Source: an optimization exercise on an open RTL-to-GDS flow (aim: small area). Production flows keep margins and buffers that such runs may drop.
In this exercise RTL edits were held to simulation tests only and were not proved equivalent to the original.
The flow treats the clock pin as an ideal source, which a real chip does not have.
Power and IR drop assume default switching activity.

==> design/flow/design.v <==
package cpu_gregs_mp_pkg;
    localparam int unsigned CPU_XLEN          = 32;
    localparam int unsigned CPU_GREG_COUNT    = 32;
    localparam int unsigned CPU_GREGIDX_WIDTH = 5;
    localparam int unsigned CPU_GREG_NREAD    = 2;
    localparam int unsigned CPU_GREG_NWRITE   = 2;
    function automatic bit is_pow2(input int unsigned v);
        is_pow2 = (v != 0) && ((v & (v - 1)) == 0);
    endfunction
endpackage
module cpu_gregs_row (
    input  logic        clk,
    input  logic        s1_i,
    input  logic        s0_i,
    input  logic        hold_i,
    input  logic [31:0] d1_i,
    input  logic [31:0] d0_i,
    output logic [31:0] q_o
);
    always_ff @(posedge clk) begin
        q_o <= ({32{s1_i}} & d1_i) | ({32{s0_i}} & d0_i) | ({32{hold_i}} & q_o);
    end
endmodule
module cpu_gregs_rdbit (
    input  logic [31:1] sel_i,
    input  logic [31:1] d_i,
    output logic        y_o
);
    logic [10:0] grp_n;
    for (genvar g = 0; g < 10; g++) begin : g_grp
        cpu_gregs_aoi3 u_aoi (.sel_i(sel_i[3*g+1 +: 3]), .d_i(d_i[3*g+1 +: 3]), .y_n_o(grp_n[g]));
    end
    assign grp_n[10] = !(sel_i[31] && d_i[31]);
    assign y_o = !(&grp_n);
endmodule
module cpu_gregs_aoi3 (
    input  logic [2:0] sel_i,
    input  logic [2:0] d_i,
    output logic       y_n_o
);
    assign y_n_o = !(|(sel_i & d_i));
endmodule
module cpu_gregs_mp (
    input  logic        clk,
    input  logic        rst_n,
    input  logic [9:0]  rs_idx,
    output logic [63:0] rs_dat,
    output logic [1:0]  rs_busy,
    input  logic [1:0]  rd_wen,
    input  logic [9:0]  rd_idx,
    input  logic [63:0] rd_dat,
    input  logic        mark_en,
    input  logic [4:0]  mark_idx,
    input  logic        flush
);
    logic [31:0] mem [1:31];
    logic [31:1] vld_q;
    logic [31:1] busy_q;
    logic [4:0]  ra_q [2];
    for (genvar r = 1; r < 32; r++) begin : g_reg
        logic h0, h1, hold, mk;
        assign h0   = rd_wen[0] && (rd_idx[4:0] == 5'(r));
        assign h1   = rd_wen[1] && (rd_idx[9:5] == 5'(r));
        assign hold = !(h0 || h1);
        assign mk   = mark_en && (mark_idx == 5'(r));
        cpu_gregs_row u_row (
            .clk    (clk),
            .s1_i   (h1),
            .s0_i   (h0 && !h1),
            .hold_i (hold),
            .d1_i   (rd_dat[63:32]),
            .d0_i   (rd_dat[31:0]),
            .q_o    (mem[r])
        );
        always_ff @(posedge clk or negedge rst_n) begin
            if (!rst_n) begin
                vld_q[r]  <= 1'b0;
                busy_q[r] <= 1'b0;
            end else begin
                vld_q[r]  <= vld_q[r] || !hold;
                busy_q[r] <= !flush && (mk || (busy_q[r] && hold));
            end
        end
    end
    for (genvar k = 0; k < 2; k++) begin : g_rd
        logic [31:1] hit, sel;
        always_ff @(posedge clk) begin
            ra_q[k] <= rs_idx[5*k +: 5];
        end
        for (genvar r = 1; r < 32; r++) begin : g_sel
            assign hit[r] = (ra_q[k] == 5'(r));
            assign sel[r] = hit[r] && vld_q[r];
        end
        for (genvar b = 0; b < 32; b++) begin : g_bit
            logic [31:1] col;
            for (genvar r = 1; r < 32; r++) begin : g_col
                assign col[r] = mem[r][b];
            end
            cpu_gregs_rdbit u_bit (.sel_i(sel), .d_i(col), .y_o(rs_dat[32*k + b]));
        end
        cpu_gregs_rdbit u_busy (.sel_i(hit), .d_i(busy_q), .y_o(rs_busy[k]));
    end
endmodule
==> design/flow/flow/run.sh <==
#!/bin/bash
# Standard ORFS layout (the standard.sh, standard synthesis unchanged) with
# a lighter clock tree (no dummy loads, clkbuf_8 leaves) and the smallest
# buffer on each port. Each tool's full output stays in orfs/logs/; the make
# output goes to standard.log.
set -uo pipefail
bash standard.sh \
  "CTS_ARGS=-sink_clustering_enable -repair_clock_nets -dont_use_dummy_load -buf_list {sky130_fd_sc_hd__clkbuf_4 sky130_fd_sc_hd__clkbuf_8} -root_buf sky130_fd_sc_hd__clkbuf_16 -sink_clustering_size 16 -sink_clustering_max_diameter 60" \
  "BUFFER_PORTS_ARGS=-buffer_cell sky130_fd_sc_hd__buf_1" \
  finish > standard.log 2>&1
==> design/flow/standard.sh <==
#!/bin/bash
# synth_recipe.tcl (not shown) runs the flow's synth.tcl, then flattens the netlist and writes it again
# the make line also repeats each setting of config.mk as NAME=value (left out here)
make -C /OpenROAD-flow-scripts/flow DESIGN_CONFIG=/design/flow/config.mk WORK_HOME=/design/flow/orfs CLKGATE_MAP_FILE= SYNTH_SCRIPT=/design/flow/synth_recipe.tcl "${@:-finish}"
==> design/flow/config.mk <==
export PLATFORM = sky130hd
export DESIGN_NAME = cpu_gregs_mp
export DESIGN_NICKNAME = cpu_gregs_mp
export VERILOG_FILES = /design/flow/design.v
export SDC_FILE = /design/flow/constraint.sdc
export NUM_CORES = 8
export LEC_CHECK = 0
export CAP_MARGIN = 5
export CELL_PAD_IN_SITES_DETAIL_PLACEMENT = 1
export CELL_PAD_IN_SITES_GLOBAL_PLACEMENT = 1
export CORE_MARGIN = 2
export CORE_UTILIZATION = 30
export PLACE_DENSITY = 0.45
export SLEW_MARGIN = 5
export SYNTH_HIERARCHICAL = 1
==> design/flow/constraint.sdc <==
create_clock -name core_clock -period 5.0 [get_ports {clk}]
set_input_delay 1.0000 -clock core_clock [delete_from_list [all_inputs] [get_ports {clk}]]
set_output_delay 1.0000 -clock core_clock [all_outputs]
set_load 0.01 [all_outputs]
==> run summary, run 1 <==
htree depth 4; status finished with violations; Die W 406.5 um; initial antenna violation count 21; Tot GR Track Use around two fifths; Worst Hold Class in -> async; fin crit period 5.006 ns; std cell rows 147; largest stage delay on the critical path 0.67 ns; CP Launch Type flip-flop; Sw Pwr 7.645 mW; Root Buffer clkbuf_16; full die area about 0.17 mm^2; CTS tree yes; Clock transition at path regs approximately 0.08 ns; CP Cell Sequence nand3b_1 > nor2_1 > and2_2 > buf_4 > a222oi_1 > nand4_1 > a2111o_1 > buf_1; final HPWL from detailed placement between 150000 and 200000 um; initial detailed-routing violation count 15410; starting density of the core a little under a third; first-pass GRT wire length around 440000 um; Req. time, crit path 4.00 ns; EDFF count, synth 0; Net Count, Synth 4824; Seq cells post-synth 1064; reg2reg start busy_q[22]; Crit Path Class reg -> out; R2R depth 2; Max Cap Viol 0; WL/cell 46.28 um; layout cells sized above 1 11.88%; buffers added on ports 160; Crit Reg-Reg Endpoint busy_q[22]; cts hold-fix bufs 0; Gate power share 17.9%; Via Count 53490; Core ar. approximately 0.16 mm^2; CTS buffer count 137; Lkg Pwr 25.55 nW; Max Slew Vio Count 0; VDD IR max 0.0003175 V; fin worst setup slack -0.006378 ns; sequential share of the synthesized area around 44%; via/cell ratio 7.517; Slowest cell on crit path a222oi_1; total power 22.32 mW; Placement Cell Area between 0.05 and 0.06 mm^2; Mapped Area 0.04860 mm^2; final setup fails 1; yosys warns 11; drt total wl 329300 um; crit path DAT 4.01 ns; Worst Tran Pin Value 1.298 ns; I/O pin count 161; f_max 0.1997 GHz; Tcrit/Tclk final 100.1%; switching part of the total between 30% and 40%; area grow syn2layout 10.92%; drt first pass iters 13; violated checks setup timing; post-synth cell types 32; Finished Cell Area 0.05391 mm^2; top_reg_cell synth dfxtp_1; vias in the first global route 51630; Worst setup EP type primary output; relative slew slack about 13%; Fin Hold WS 0.3008 ns; unrepaired setup endpoints after global routing no; Max FO, Critical Path 17; Mapped Avg Cell Area 10.28 um^2; PwrDens 414.0 mW/mm^2; Clock Skew 0 ns; clock network power share 26.3%; largest net degree at the start of global routing 36; Layout Nets a little over 5000; # DRC 0; total gr overflow 0; antenna-violating nets left 0; placer congestion estimate 0.9060; internal reg-to-reg setup slack 4.10 ns; clock latency (worst-skew pair) 0.74 ns; clk sinks 1064; FFs w/ async S/R, synth 5.827%; Chip Height a little over 400 um; Fin. Hold Viols 0; P_int about 15 mW; synthesized instance count between 4000 and 5000; maximum clock path buffer count 3; Reg power frac 55.8%
==> modules after synthesis (local to each module, per instance) <==
module	cells	area, um^2	copies in the design
cpu_gregs_rdbit	4	27.53	66
cpu_gregs_mp	550	4339	1
cpu_gregs_aoi3	1	10.01	660
cpu_gregs_row	105	1156	31
==> kinds of logic after synthesis <==
group,synth area share (%)
flops,44.47
simple gates,5.630
compound gates,36.55
buf+inv,13.36
==> sequential cells by signal, indices dropped and copies added, names as in the netlist <==
| name | cells |
|---|---|
| g.u_row.q_o | 992 |
| vld_q | 31 |
| busy_q | 31 |
| ra_q | 10 |
==> area by class of cell <==
cell class	instances	area, um^2
Inverter	1054	3956
Clock buffer	137	1897
Sequential cell	1064	21610
Tap cell	2160	2703
Timing Repair Buffer	410	2739
Fill cell	18190	106800
Antenna cell	6	15.01
Multi-Input combinational cell	2284	20990
==> synth_stat cells, drive strengths merged, types with 6 or more instances <==
master	count	area share [%]
dfrtp	62	3.2
o32ai	31	0.56
nand3	6	0.062
nand4b	6	0.11
nand4	135	1.7
a222oi	1652	34
nor3	33	0.34
nand4bb	6	0.14
clkbuf	36	0.28
buf	291	4.9
inv	1054	8.1
nand3b	7	0.11
nor2	101	0.78
and2	22	0.28
nand2	78	0.60
and3	48	0.62
nand2b	8	0.10
a2111o	66	1.5
or2	35	0.45
o22ai	31	0.44
dfxtp	1002	41
nor2b	7	0.090
==> critical path: cells and delay by family (launching register included) <==
kind / cells / cell delay, ns
simple gates: 4 / 1.07
flops: 1 / 0.53
buf+inv: 2 / 0.52
compound gates: 2 / 1.15
==> stage by stage <==
stage | setup TNS (ns) | setup slack [ns] | utilization [%] | instances
floorplan | 0 | 1.891 | - | 4729
global placement | 0 | 0.7160 | 32.33 | 6972
detailed placement | 0 | 0.7210 | 32.33 | 6972
CTS | 0 | 0.01275 | 33.51 | 7109
global route | 0 | 0.01656 | 33.53 | 7111
finish | -0.006378 | -0.006378 | 33.54 | 7115
==> routing by layer <==
layer / global-route usage (%) / vias to the layer above / share of wire, % / wire (um)
li1: - / 20740 / - / -
met1: 46.50 / 27310 / 37 / 121800
met2: 59.85 / 4291 / 44 / 145500
met3: 10.94 / 1130 / 12 / 39410
met4: 23.73 / 10 / 6.8 / 22480
met5: 0 / - / 0.017 / 57
==> how the worst max path moves through the flow <==
stage,start,endpoint,slack [ns]
floorplan,ra_q[0][2],rs_dat[0],1.89
global placement,ra_q[0][2],rs_dat[11],0.72
detailed placement,ra_q[0][2],rs_dat[11],0.72
CTS,ra_q[0][1],rs_dat[11],0.01
global route,ra_q[1][1],rs_dat[56],0.02
finish,ra_q[1][0],rs_dat[43],-0.006
==> cell usage in the layout (no fill, tap or decap), types with 15 or more instances in the layout <==
cell type | Yosys | final
a2111o_1 | 66 | 66
or2_2 | 20 | 20
o22ai_1 | 28 | 28
clkbuf_2 | 0 | 15
or2_1 | 15 | 15
dfxtp_1 | 1002 | 1000
dfrtp_1 | 62 | 62
nor2_1 | 101 | 70
inv_2 | 0 | 31
buf_12 | 0 | 19
and3_2 | 0 | 42
o32ai_1 | 31 | 31
nand2_1 | 78 | 78
nor2_4 | 0 | 31
buf_4 | 62 | 230
buf_1 | 0 | 144
nor3_2 | 0 | 31
clkbuf_8 | 0 | 136
inv_1 | 1054 | 1023
nand4_1 | 135 | 135
a222oi_1 | 1652 | 1652
==> power groups by stage <==
stage	Clock, mW	Combinational, mW	Sequential [mW]
6_report	5.88	3.99	12.5
5_1_grt	6.29	4.39	12.6
4_1_cts	6.01	3.92	12.3
3_5_place_dp	0	3.92	12.5
3_3_place_gp	0	3.77	12.5
2_1_floorplan	0	2.51	11.9
==> repair_timing <==
action / CTS / global route
setup buffers: 0 / 0
pin swaps: 2 / 4
gates resized for setup: 2 / 9
setup endpoints to repair: 2 / 9
==> inputs of run 2 (changes only) <==
==> design/flow/flow/run.sh (replaced) <==
#!/bin/bash
# Standard ORFS layout (the standard.sh, standard synthesis unchanged) with
# a lighter clock tree (no dummy loads, clkbuf_8 leaves), the smallest buffer on
# each port, and timing-driven placement keeping its resizer changes only once
# the placement has spread out (overflow below 0.2). Each tool's full output
# stays in orfs/logs/; the make output goes to standard.log.
set -uo pipefail
bash standard.sh \
  "CTS_ARGS=-sink_clustering_enable -repair_clock_nets -dont_use_dummy_load -buf_list {sky130_fd_sc_hd__clkbuf_4 sky130_fd_sc_hd__clkbuf_8} -root_buf sky130_fd_sc_hd__clkbuf_16 -sink_clustering_size 16 -sink_clustering_max_diameter 60" \
  "BUFFER_PORTS_ARGS=-buffer_cell sky130_fd_sc_hd__buf_1" \
  GPL_KEEP_OVERFLOW=0.2 \
  finish > standard.log 2>&1
--- a/design/flow/config.mk
+++ b/design/flow/config.mk
@@ -12,4 +12,5 @@
 export CORE_UTILIZATION = 30
 export PLACE_DENSITY = 0.45
+export SETUP_SLACK_MARGIN = 0.3
 export SLEW_MARGIN = 5
 export SYNTH_HIERARCHICAL = 1
==> run 2 against run 1 <==
Against the previous run: now clean on timing, DRC and antenna; cell area decreased by 0.54%; count of clock-buffer cells in the layout decreased by 4; die area unchanged.
==> run summary, run 2 <==
post-synth cell types 32; buffers added on ports 160; CP Cell Sequence nor3b_4 > and3_4 > buf_4 > a222oi_1 > nand4_1 > a2111o_1 > buf_1; Mapped Area 0.04860 mm^2; f_max just over 0.2 GHz; first-pass GRT wire length 434700 um; Clock transition at path regs 0.10 ns; total gr overflow 0; top post-synthesis cells by area dfxtp_1 (41%), a222oi_1 (34%), inv_1 (8.1%); Reg power frac 56.2%; Max Slew Vio Count 0; reg2reg start vld_q[28]; CTS tree yes; yosys warns 11; min-delay src rs_idx[5]; Largest delay share family, worst path simple AND/OR/NAND/NOR gates; Max FO, Critical Path 20; final setup fails 0; largest register by flop count g.u_row.q_o; VDD IR max 0.0003038 V; # DRC 0; PwrDens 415.1 mW/mm^2; Lkg Pwr around 25 nW; Root Buffer clkbuf_16; Fin. Hold Viols 0; FFs w/ async S/R, synth 5.827%; Core ar. between 0.15 and 0.2 mm^2; Tcrit/Tclk final between 90% and 100%; EDFF count, synth 0; Worst setup EP type primary output; Worst Tran Pin Value 1.370 ns; via/cell ratio 7.489; P_int 14.58 mW; switching part of the total roughly 34%; internal reg-to-reg setup slack 3.96 ns; biggest regs g.u_row.q_o (992), busy_q (31), vld_q (31); fin crit period 4.831 ns; maximum clock path buffer count 3; layout cells sized above 1 12.29%; vias in the first global route roughly 50000; std cell rows approximately 150; Clock Skew 0 ns; CP Capture Point rs_dat[10]; clk sinks around 1100; drt total wl 326200 um; WL/cell 46.13 um; sequential share of the synthesized area 44.47%; Via Count 52950; Layout Nets 5002; Max Cap Viol 0; relative slew slack 8.673%; top_reg_cell synth dfxtp_1; antenna-violating nets left 0; htree depth 4; Post-synth top cells a222oi_1 (1652), inv_1 (1054), dfxtp_1 (1002); area grow syn2layout 10.32%; crit path DAT 3.83 ns; Chip Height 406.5 um; unrepaired setup endpoints after global routing yes; synthesized instance count 4729; Gate power share 17.7%; I/O pin count 161; Req. time, crit path 4.00 ns; DP Cell Count 6930; largest stage delay on the critical path approximately 0.74 ns; initial detailed-routing violation count 14790; Tot GR Track Use 37.77%; most instantiated library cell after synthesis a222oi_1; CTS buffer count 133; Worst Hold Class in -> reg; Seq cells post-synth 1064; R2R depth 1; CP Launch Type flip-flop; Net Count, Synth 4824; Die W 406.5 um; dominant cell type by area after synthesis dfxtp_1; clock network power share 26.0%; setup TNS 0 ns; placer congestion estimate between 0.9 and 1; Non-Filler Instances 7071; most frequent cells in the layout a222oi_1 (1652), inv_1 (1023), dfxtp_1 (995); status no timing/DRC/antenna violations; full die area 0.1652 mm^2; drt first pass iters 14; commonest non-fill, non-tap cell in the layout a222oi_1; Sw Pwr around 7.7 mW; clock latency (worst-skew pair) approximately 0.73 ns; starting density of the core ~30%; Critical path buffers and inverters 2; Slowest cell on crit path and3_4; Mapped Avg Cell Area 10.28 um^2; Yosys top cell area share between 40% and 50%; CP startpoint ra_q[0][4]; initial antenna violation count 23; Crit. path cell count 7; largest net degree at the start of global routing 63; final HPWL from detailed placement 203900 um; max reg flops 992; Crit Reg-Reg Endpoint vld_q[28]; cts hold-fix bufs 0; Crit Path Class reg -> out
[run 2: metal layers]
layer  up-vias  global-route usage (%)  part of all wire (%)
li1      20670                       -                     -
met4        12                   21.65                   6.2
met2      4046                   58.72                    44
met1     27250                   46.81                    38
met3       972                   10.46                    12
met5         -                       0                 0.060
[run 2: modules after synthesis (local to each module, per instance)]
module | cells inside | times used
cpu_gregs_aoi3 | 1 | 660
cpu_gregs_rdbit | 4 | 66
cpu_gregs_mp | 550 | 1
cpu_gregs_row | 105 | 31
[run 2: area by class of cell]
| type | instances | area [um^2] |
|---|---|---|
| Clock buffer | 133 | 1842 |
| Tap cell | 2160 | 2703 |
| Multi-Input combinational cell | 2285 | 21150 |
| Fill cell | 18110 | 107100 |
| Timing Repair Buffer | 369 | 2330 |
| Antenna cell | 6 | 15.01 |
| Inverter | 1054 | 3956 |
| Sequential cell | 1064 | 21620 |
[run 2: how the worst min path moves through the flow]
stage	depth (start not counted)	end
2_1_floorplan	1	vld_q[11]
3_3_place_gp	2	g_reg[7].u_row.q_o[16]
3_5_place_dp	1	vld_q[16]
4_1_cts	1	ra_q[1][0]
5_1_grt	1	ra_q[1][4]
6_report	1	ra_q[1][0]
[run 2: repair_timing]
item | 4_1_cts | 5_1_grt
gates cloned | 0 | 1
endpoints found under the setup margin | 63 | 60
gates resized for setup | 35 | 30
pin swaps | 4 | 9
setup buffers | 0 | 1
[run 2: logic make-up (layout without fill, tap and decap cells)]
group / Yosys count / in the layout / share of synthesized area [%]
simple gates: 504 / 505 / 5.630
flops: 1064 / 1064 / 44.47
buf+inv: 1381 / 1556 / 13.36
other cells: 0 / 6 / 0
compound gates: 1780 / 1780 / 36.55
[run 2: power groups by stage]
stage	Sequential [mW]	Clock, mW	Combinational, mW
2_1_floorplan	11.9	0	2.51
3_3_place_gp	12.5	0	3.72
3_5_place_dp	12.5	0	3.88
4_1_cts	12.4	5.92	3.88
5_1_grt	12.7	6.21	4.33
6_report	12.5	5.80	3.95
[run 2: through the flow]
step / cell area (um^2) / power (mW) / hold slack [ns] / util (%) / setup WS (ns)
5_1_grt: 53610 / 23.24 / 0.3419 / 33.35 / 0.2329
3_3_place_gp: 51560 / 16.25 / 0.4663 / 32.07 / 0.7108
2_1_floorplan: 48600 / 14.37 / 0.4392 / - / 1.891
6_report: 53620 / 22.25 / 0.3744 / 33.35 / 0.1692
3_5_place_dp: 51560 / 16.41 / 0.4674 / 32.07 / 0.7599
4_1_cts: 53500 / 22.19 / 0.3382 / 33.28 / 0.2382
==> inputs of run 3 (changes only) <==
==> design/flow/flow/run.sh (replaced) <==
#!/bin/bash
# Standard ORFS layout (the standard.sh, standard synthesis unchanged) with
# a lighter clock tree (no dummy loads; after CTS each leaf clock buffer is sized
# to the smallest clkbuf that keeps its flip-flop clock pins under the slew
# target, see post_cts.tcl), the smallest buffer on each port, and timing-driven
# placement keeping its resizer changes only once the placement has spread out
# (overflow below 0.2). Each tool's full output stays in orfs/logs/; the make
# output goes to standard.log.
set -uo pipefail
HERE=$(pwd)
bash standard.sh \
  "CTS_ARGS=-sink_clustering_enable -repair_clock_nets -dont_use_dummy_load -buf_list {sky130_fd_sc_hd__clkbuf_4 sky130_fd_sc_hd__clkbuf_8} -root_buf sky130_fd_sc_hd__clkbuf_16 -sink_clustering_size 16 -sink_clustering_max_diameter 60" \
  "BUFFER_PORTS_ARGS=-buffer_cell sky130_fd_sc_hd__buf_1" \
  GPL_KEEP_OVERFLOW=0.2 \
  POST_CTS_TCL=$HERE/flow/post_cts.tcl \
  finish > standard.log 2>&1
==> design/flow/flow/post_cts.tcl (new file) <==
# Size each leaf clock buffer to the smallest clkbuf that keeps its flip-flop
# clock pins below the slew target (the largest one if none does); the tree's
# structure is unchanged. Then legalize the placement again.
set clk_slew_target 0.105
set clk_sizes {sky130_fd_sc_hd__clkbuf_2 sky130_fd_sc_hd__clkbuf_4 sky130_fd_sc_hd__clkbuf_8 sky130_fd_sc_hd__clkbuf_16}
estimate_parasitics -placement
proc leaf_sink_slew {inst} {
  set mx 0.0
  set out [get_pins -of_objects [get_cells $inst] -filter "direction == output"]
  foreach p [get_pins -of_objects [get_nets -of_objects $out] -filter "direction == input"] {
    foreach rf {rise fall} {
      set s [get_property $p slew_max_${rf}]
      if {$s > $mx} {set mx $s}
    }
  }
  return $mx
}
set n_changed 0
foreach inst [get_cells clkbuf_leaf_*] {
  set name [get_full_name $inst]
  set orig [get_full_name [get_lib_cells -of_objects $inst]]
  regsub {.*/} $orig {} orig
  set chosen [lindex $clk_sizes end]
  foreach m $clk_sizes {
    replace_cell $name $m
    if {[leaf_sink_slew $name] <= $clk_slew_target} { set chosen $m; break }
  }
  replace_cell $name $chosen
  if {$chosen ne $orig} { incr n_changed }
}
puts "post_cts: resized $n_changed leaf clock buffers"
detailed_placement
check_placement -verbose
==> run 3 against run 2 <==
Against the previous run: still clean; clock power shrank 9.0%; global-route usage is essentially flat; final cell count is essentially flat; core utilization shrank 0.21 points; non-clock buffer count grew 2; critical endpoint is now rs_dat[42].
==> run summary, run 3 <==
min-delay src rs_idx[5]; Worst Hold Depth 1; antenna-violating nets left 0; vias in the first global route between 50000 and 60000; Tcrit/Tclk final a little over nine tenths; initial detailed-routing violation count between 10000 and 15000; Worst Hold Class in -> reg; first-pass GRT wire length ~430000 um; Layout Nets approximately 5000; Via Count about 53000; Clock Skew 0 ns; via/cell ratio 7.534; f_max 0.2110 GHz; setup TNS 0 ns; total gr overflow 0; std cell rows around 150; drt first pass iters 12; Fin. Hold Viols 0; status no timing/DRC/antenna violations; synthesized instance count 4729; VDD IR max a little under 0.0003 V; CP Launch Type flip-flop; Lkg Pwr 25.26 nW; WHS Endpoint ra_q[1][0]; Max Cap Viol 0; I/O pin count 161; clk sinks 1064; biggest regs g.u_row.q_o (992), busy_q (31), vld_q (31); Max FO, Critical Path 21; Fin Hold WS 0.3711 ns; Clock transition at path regs 0.11 ns; fin crit period 4.739 ns; dominant cell type by area after synthesis dfxtp_1; yosys warns 11; reg2reg start vld_q[14]; Chip Height 406.5 um; clock latency (worst-skew pair) 0.73 ns; Mapped Area 0.04860 mm^2; Mapped Avg Cell Area between 10 and 15 um^2; PwrDens 407.6 mW/mm^2; starting density of the core 30.23%; Yosys top cell area share 41.27%; most frequent cells in the layout a222oi_1 (1652), inv_1 (1023), dfxtp_1 (994); # DRC 0; CTS tree yes; max reg flops just under 1000; top post-synthesis cells by area dfxtp_1 (41%), a222oi_1 (34%), inv_1 (8.1%); final setup fails 0; most instantiated library cell after synthesis a222oi_1; largest net degree at the start of global routing 63; commonest non-fill, non-tap cell in the layout a222oi_1; initial antenna violation count 19; top_reg_cell synth dfxtp_1; R2R depth 1; EDFF count, synth 0; Tot GR Track Use 37.78%; area grow syn2layout 9.641%; final HPWL from detailed placement 203900 um; FFs w/ async S/R, synth a little under 6%; Crit Path Class reg -> out; buffers added on ports between 150 and 200; Die W 406.5 um; internal reg-to-reg setup slack 4.07 ns; unrepaired setup endpoints after global routing yes; Net Count, Synth 4824; sequential share of the synthesized area 44.47%; Req. time, crit path roughly 4 ns; Core ar. 0.1608 mm^2; full die area 0.1652 mm^2; Crit Reg-Reg Endpoint vld_q[14]; Worst setup EP type primary output; post-synth cell types 32; Max Slew Vio Count 0; placer congestion estimate 0.9481; layout cells sized above 1 12.31%; Post-synth top cells a222oi_1 (1652), inv_1 (1054), dfxtp_1 (1002); relative slew slack 7.783%; Seq cells post-synth 1064; crit path DAT 3.74 ns; Worst Tran Pin Value between 1 and 1.5 ns; # fillers around 18000; WL/cell 45.97 um; largest register by flop count g.u_row.q_o; drt total wl 325200 um
[run 3: cell count changes in the layout (fill, tap and decap cells not counted), sizes merged]
cell / change
buf: +2
diode: +2
and3: -1
[run 3: power by group]
| group | switching [mW] | internal (mW) |
|---|---|---|
| sequential | 1.93 | 10.6 |
| clock | 3.34 | 1.93 |
| combinational | 2.32 | 1.62 |
| total | 7.59 | 14.1 |
[run 3: through the flow]
step	utilization [%]	area, um^2	total power [mW]	std cells	worst slack [ns]
after floorplan	-	48600	14.37	4729	1.891
after global placement	32.07	51560	16.25	6930	0.7108
after detailed placement	32.07	51560	16.41	6930	0.7599
after global routing	33.14	53280	22.71	7070	0.2603
final	33.15	53290	21.72	7074	0.2607
[run 3: how the worst max path moves through the flow]
stage                    start                 endpoint  slack [ns]  cells after the start
global route        ra_q[1][3]               rs_dat[42]        0.26                      7
detailed placement   rd_wen[0]   g_reg[23].u_row.q_o[8]        0.76                      7
finish              ra_q[1][3]               rs_dat[42]        0.26                      7
global placement     rd_wen[0]  g_reg[23].u_row.q_o[14]        0.71                      7
floorplan           ra_q[0][2]                rs_dat[0]        1.89                      7
[run 3: cells by family (layout without fill, tap and decap cells)]
kind of cell | after synthesis | count (layout) | synth area share [%]
AOI/OAI and AO/OA | 1780 | 1780 | 36.55
buffers and inverters | 1381 | 1558 | 13.36
DFF | 1064 | 1064 | 44.47
and+or+nand+nor | 504 | 504 | 5.630
other | 0 | 8 | 0
[run 3: cell type report]
class,count,area [um^2],area share (%)
multi-input combinational,2284,21130,39.66
sequential,1064,21630,40.58
tap,2160,2703,5.072
antenna,8,20.02,0.03757
inverter,1054,3956,7.424
timing repair buffer,371,2345,4.400
clock buffer,133,1504,2.822
[run 3: layer usage]
| layer | vias up | global-route usage [%] | wire length [um] | part of all wire, % |
|---|---|---|---|---|
| met4 | 12 | 21.77 | 19870 | 6.1 |
| met1 | 27470 | 46.92 | 124100 | 38 |
| met5 | - | 0 | 196 | 0.060 |
| li1 | 20700 | - | - | - |
| met2 | 4138 | 58.69 | 143800 | 44 |
| met3 | 984 | 10.28 | 37240 | 11 |
[run 3: critical path, stage by stage (launching register included)]
cell and delay (ns):
dfxtp_1 0.48, nor2b_1 0.43, and3_2 0.93, buf_4 0.37, a222oi_1 0.13, nand4_1 0.14, a2111o_1 0.30, buf_1 0.20
[run 3: Yosys stat by module (local to each module, per instance)]
module           cell area [um^2]  cells  flip-flops and latches  times used
cpu_gregs_aoi3              10.01      1                       0         660
cpu_gregs_mp                 4339    550                      72           1
cpu_gregs_rdbit             27.53      4                       0          66
cpu_gregs_row                1156    105                      32          31
==> inputs of run 4 (changes only) <==
--- a/design/flow/flow/post_cts.tcl
+++ b/design/flow/flow/post_cts.tcl
@@ -2,5 +2,5 @@
 # clock pins below the slew target (the largest one if none does); the tree's
 # structure is unchanged. Then legalize the placement again.
-set clk_slew_target 0.105
+set clk_slew_target 0.115
 set clk_sizes {sky130_fd_sc_hd__clkbuf_2 sky130_fd_sc_hd__clkbuf_4 sky130_fd_sc_hd__clkbuf_8 sky130_fd_sc_hd__clkbuf_16}
 estimate_parasitics -placement
--- a/design/flow/config.mk
+++ b/design/flow/config.mk
@@ -12,5 +12,5 @@
 export CORE_UTILIZATION = 30
 export PLACE_DENSITY = 0.45
-export SETUP_SLACK_MARGIN = 0.3
+export SETUP_SLACK_MARGIN = 0.2
 export SLEW_MARGIN = 5
 export SYNTH_HIERARCHICAL = 1
==> run 4 against run 3 <==
Against the previous run: cell area decreased by 0.39%; highest routed layer unchanged; register-to-register slack about the same; final cell count is essentially flat; largest cell class unchanged.
==> run summary, run 4 <==
max reg flops 992; Setup WS pre-CTS 0.7599 ns; Worst Hold Class in -> reg; Mapped Avg Cell Area 10.28 um^2; final HPWL from detailed placement between 200000 and 250000 um; fin worst setup slack 0.2057 ns; buffers added on ports 160; Placement Cell Area 0.05156 mm^2; CTS tree yes; starting density of the core 30.23%; antenna-violating nets left 0; initial detailed-routing violation count 14430; f_max roughly 0.21 GHz; PwrDens 405.4 mW/mm^2; setup TNS 0 ns; Finished Cell Area 0.05308 mm^2; Lkg Pwr 25.21 nW; yosys warns 11; I/O pin count 161; Util after Layout 33.02%; total power about 22 mW; Non-Filler Instances just over 7000; clock latency (worst-skew pair) between 0.7 and 0.8 ns; full die area 0.1652 mm^2; most frequent cells in the layout a222oi_1 (1652), inv_1 (1023), dfxtp_1 (996); Clock transition at path regs 0.11 ns; Core ar. between 0.15 and 0.2 mm^2; Net Count, Synth 4824; largest register by flop count g.u_row.q_o; via/cell ratio 7.515; Clock Skew 0 ns; Chip Height 406.5 um; Max Cap Viol 0; initial antenna violation count 22; Worst setup EP type primary output; fin crit period between 4 and 5 ns; Via Count 53130; sequential share of the synthesized area 44.47%; DP Cell Count 6930; biggest regs g.u_row.q_o (992), busy_q (31), vld_q (31); Tot GR Track Use a little under two fifths; clk sinks 1064; largest net degree at the start of global routing 63; Crit Path Class reg -> out; total gr overflow 0; layout cells sized above 1 12.14%; top post-synthesis cells by area dfxtp_1 (41%), a222oi_1 (34%), inv_1 (8.1%); # DRC 0; drt total wl 325400 um; unrepaired setup endpoints after global routing yes; Max Slew Vio Count 0; top_reg_cell synth dfxtp_1; relative slew slack under 10%; final setup fails 0; Tcrit/Tclk final 95.89%; drt first pass iters 12; Post-synth top cells a222oi_1 (1652), inv_1 (1054), dfxtp_1 (1002); std cell rows 147; synthesized instance count 4729; WL/cell about 46 um; most instantiated library cell after synthesis a222oi_1; commonest non-fill, non-tap cell in the layout a222oi_1; CP Launch Type flip-flop; Seq cells post-synth 1064; first-pass GRT wire length 434900 um; Worst Tran Pin Value 1.374 ns; Die W 406.5 um; post-synth cell types 32; Max FO, Critical Path 21; status no timing/DRC/antenna violations; placer congestion estimate 0.9481; Fin. Hold Viols 0; VDD IR max a little under 0.0003 V; area grow syn2layout 9.214%; # fillers 18180; crit path DAT 3.79 ns; Layout Nets 5000; dominant cell type by area after synthesis dfxtp_1; Mapped Area 0.04860 mm^2; vias in the first global route 50470; Fin Hold WS 0.3799 ns; EDFF count, synth 0; Req. time, crit path 4.00 ns; FFs w/ async S/R, synth a little under 6%; Yosys top cell area share 41.27%
## run 4: changes by cell type in the layout (fill, tap and decap cells not counted), moves of 3 or more
cell and delta:
clkbuf_8 -16, nand2b_1 +3, clkbuf_4 +15, and3_2 +11
nand2b_2 -3, and3_4 -11
## run 4: final cells by class
cell class	instances	area, um^2	share of cell area [%]
Antenna cell	7	17.52	0.03300
Clock buffer	133	1381	2.602
Inverter	1054	3956	7.453
Multi-Input combinational cell	2284	21080	39.72
Sequential cell	1064	21620	40.73
Tap cell	2160	2703	5.092
Timing Repair Buffer	368	2318	4.368
## run 4: layer usage
layer	vias to the layer above	global-route usage, %	part of all wire, %
li1	20670	-	-
met1	27310	46.77	38
met2	4163	58.89	44
met3	985	10.46	12
met4	10	21.55	6.2
met5	-	0	0.020
## run 4: worst paths after layout
check / depth (start not counted) / endpoint / slack [ns] / from
hold / removal: 1 / ra_q[1][0] / 0.38 / rs_idx[5]
setup reg to reg: 1 / vld_q[14] / 4.08 / vld_q[14]
hold reg to reg: 2 / g_reg[23].u_row.q_o[5] / 0.50 / g_reg[23].u_row.q_o[5]
setup / recovery: 7 / rs_dat[33] / 0.21 / ra_q[1][3]
max in group asynchronous: 1 / vld_q[28] / 3.84 / rst_n
min in group asynchronous: 1 / vld_q[19] / 0.45 / rst_n
## run 4: logic make-up after synthesis
family | after synthesis | share of synthesized area [%]
AND/OR/NAND/NOR | 504 | 5.630
AO/OA/AOI/OAI | 1780 | 36.55
buffers and inverters | 1381 | 13.36
flip-flops | 1064 | 44.47
## run 4: power breakdown
group	leakage (nW)	internal (mW)	switching (mW)
logic	15.3	1.62	2.32
clock network	0.776	1.76	3.32
registers	9.13	10.6	1.92
total	25.2	14.0	7.56
## run 4: modules after synthesis (local to each module, per instance)
module | times used | cells
cpu_gregs_rdbit | 66 | 4
cpu_gregs_aoi3 | 660 | 1
cpu_gregs_row | 31 | 105
cpu_gregs_mp | 1 | 550
## run 4: critical path: stages, from the launching register on
cell	delay, ns
dfxtp_1	0.47
nor2b_1	0.42
and3_2	0.75
buf_4	0.50
a222oi_1	0.17
nand2_1	0.23
a2111o_1	0.22
buf_1	0.19
==> inputs of run 5 (changes only) <==
--- a/design/flow/flow/post_cts.tcl
+++ b/design/flow/flow/post_cts.tcl
@@ -2,5 +2,5 @@
 # clock pins below the slew target (the largest one if none does); the tree's
 # structure is unchanged. Then legalize the placement again.
-set clk_slew_target 0.115
+set clk_slew_target 0.110
 set clk_sizes {sky130_fd_sc_hd__clkbuf_2 sky130_fd_sc_hd__clkbuf_4 sky130_fd_sc_hd__clkbuf_8 sky130_fd_sc_hd__clkbuf_16}
 estimate_parasitics -placement
==> run 5 against run 4 <==
Against the previous run: still clean on timing, DRC and antenna; maximum frequency shrank 0.25%; flip-flop and latch count unchanged; synthesized cell count unchanged; clock skew stayed put; sequential power hardly changed; core utilization is essentially flat; register-to-register slack about the same; combinational power about the same; global-route usage is the same; wire length hardly changed; critical path type unchanged; critical endpoint unchanged; largest power group unchanged.
==> run summary, run 5 <==
commonest non-fill, non-tap cell in the layout a222oi_1; CP Launch Type flip-flop; Max Used Layer met5; vias in the first global route between 50000 and 60000; Crit. path cell count 7; Finished Cell Area 0.05315 mm^2; Mapped Avg Cell Area 10.28 um^2; area grow syn2layout 9.353%; Worst Tran Pin Value 1.384 ns; total gr overflow 0; PwrDens 406.9 mW/mm^2; max reg flops 992; routed wl met3 37450 um; Non-Filler Instances 7069; sequential share of the synthesized area 44.47%; final setup fails 0; Max Slew Vio Count 0; layout cells sized above 1 12.14%; Yosys top cell area share roughly two fifths; crit path DAT 3.81 ns; Clock transition at path regs roughly 0.10 ns; I/O pin count about 160; mux contribution to synthesized area 0%; dominant cell type by area after synthesis dfxtp_1; relative slew slack 7.709%; fin crit period 4.806 ns; Critical path buffers and inverters 2; fin worst setup slack 0.1935 ns; Clock Skew 0 ns; Seq cells post-synth 1064; Die W just over 400 um; Tcrit/Tclk final 96.13%; Crit Path Class reg -> out; final HPWL from detailed placement just over 200000 um; # DRC 0; largest net degree at the start of global routing 63; Lkg Pwr 25.24 nW; Req. time, crit path 4.00 ns; FFs w/ async S/R, synth 5.827%; Chip Height 406.5 um; antenna-violating nets left 0; Max FO, Critical Path 21; drt total wl roughly 330000 um; post-synthesis simple-gate area fraction 5.630%; largest register by flop count g.u_row.q_o; placer congestion estimate 0.9481; EDFF count, synth 0; Tot GR Track Use around 38%; initial detailed-routing violation count 14720; Util after Layout 33.06%; largest family of logic cells by synthesized area compound AO/OA/AOI/OAI gates; Mapped Area 0.04860 mm^2; clock latency (worst-skew pair) about 0.73 ns; yosys warns 11; clk sinks 1064; most frequent cells in the layout a222oi_1 (1652), inv_1 (1023), dfxtp_1 (996); synthesized instance count around 4700; XOR/XNOR Fraction of Synth Area 0%; f_max 0.2081 GHz; Post-synth top cells a222oi_1 (1652), inv_1 (1054), dfxtp_1 (1002); top post-synthesis cells by area dfxtp_1 (41%), a222oi_1 (34%), inv_1 (8.1%); Adder-Cell Fraction of Synth Area 0%; total power 21.63 mW; Placement Cell Area 0.05156 mm^2; WL/cell 46.01 um; Fin Hold WS 0.3763 ns; post-synth cell types 32; CP Cell Sequence nor2b_1 > and3_2 > buf_4 > a222oi_1 > nand2_1 > a2111o_1 > buf_1; most instantiated library cell after synthesis a222oi_1; Net Count, Synth 4824; first-pass GRT wire length 435000 um; Core ar. 0.1608 mm^2; top_reg_cell synth dfxtp_1; CTS tree yes; # fillers 18170; via/cell ratio 7.497; Worst Hold Class in -> reg; Layout Nets 5000; unrepaired setup endpoints after global routing yes; buffers added on ports between 150 and 200; Largest delay share family, worst path simple AND/OR/NAND/NOR gates; R2R depth 1; VDD IR max 0.0002940 V; Setup WS pre-CTS 0.7599 ns; Max Cap Viol 0; status no timing/DRC/antenna violations; Slowest cell on crit path and3_2; starting density of the core about 30%; Fin. Hold Viols 0; DP Cell Count 6930; Worst setup EP type primary output; WL met2 143400 um; complex-gate fraction of the synthesized area 36.55%; initial antenna violation count 22; M1 WL 123900 um; std cell rows 147; Via Count 52990; drt first pass iters 13; setup TNS 0 ns; Worst Hold Depth 1; full die area 0.1652 mm^2; biggest regs g.u_row.q_o (992), busy_q (31), vld_q (31); largest stage delay on the critical path between 0.7 and 0.8 ns
run 5: report_power, final:
part / internal (mW) / switching (mW)
Clock: 1.86 / 3.33
Combinational: 1.62 / 2.32
Sequential: 10.6 / 1.92
Total: 14.1 / 7.57
run 5: worst paths after layout:
path / startpoint / end / slack (ns)
max: ra_q[1][3] / rs_dat[33] / 0.19
min: rs_idx[5] / ra_q[1][0] / 0.38
max reg2reg: vld_q[14] / vld_q[14] / 4.07
min reg2reg: g_reg[13].u_row.q_o[20] / g_reg[13].u_row.q_o[20] / 0.50
max in group asynchronous: rst_n / vld_q[28] / 3.86
min in group asynchronous: rst_n / vld_q[19] / 0.44
run 5: cells by family after synthesis:
family                 count (synthesis)
AND/OR/NAND/NOR                      504
flip-flops                          1064
buffers and inverters               1381
AO/OA/AOI/OAI                       1780
run 5: Yosys stat by module, one instance, submodules excluded:
| module | times used | flip-flops and latches |
|---|---|---|
| cpu_gregs_aoi3 | 660 | 0 |
| cpu_gregs_row | 31 | 32 |
| cpu_gregs_mp | 1 | 72 |
| cpu_gregs_rdbit | 66 | 0 |
run 5: area by class of cell:
| class | instances | area (um^2) | area share, % |
|---|---|---|---|
| Timing Repair Buffer | 368 | 2318 | 4.362 |
| Clock buffer | 133 | 1453 | 2.733 |
| Tap cell | 2160 | 2703 | 5.085 |
| Inverter | 1054 | 3956 | 7.444 |
| Sequential cell | 1064 | 21620 | 40.69 |
| Antenna cell | 6 | 15.01 | 0.02825 |
| Multi-Input combinational cell | 2284 | 21080 | 39.66 |
run 5: routing by layer:
| layer | up-vias | GRT usage (%) |
|---|---|---|
| met2 | 4053 | 58.82 |
| met5 | - | 0 |
| met1 | 27260 | 46.89 |
| met3 | 999 | 10.39 |
| met4 | 10 | 21.52 |
| li1 | 20680 | - |

==> port drivers added, routing unchanged <==
The results above use ideal ports. As a check the final layouts listed here were re-extracted and re-timed, cells and wires unchanged.
Step 1 (the two cells are an assumption about what drives the block):
set clk [get_ports {clk}]
set_driving_cell -lib_cell sky130_fd_sc_hd__clkbuf_16 $clk
set_driving_cell -lib_cell sky130_fd_sc_hd__buf_2 [delete_from_list [all_inputs] $clk]
Step 2 moves the port delays by t, midway between the first and last clock arrival at a register: inputs arrive t later, outputs are due t later. That takes back most of the time a late clock gives input paths.
Three values: ideal ports, drivers, drivers and shift; two values: the first two.
run	t (ns)	setup slack, ns	clock arrival spread, ns	cell pins on the clock port's net
run 1	0.815	-0.006 / -0.092 / 0.723	0.114 / 0.114	1
run 2	0.805	0.169 / 0.083 / 0.458	0.108 / 0.108	1
run 3	0.808	0.261 / 0.175 / 0.471	0.107 / 0.107	1
run 4	0.807	0.206 / 0.119 / 0.505	0.104 / 0.104	1
run 5	0.814	0.194 / 0.106 / 0.550	0.114 / 0.115	1
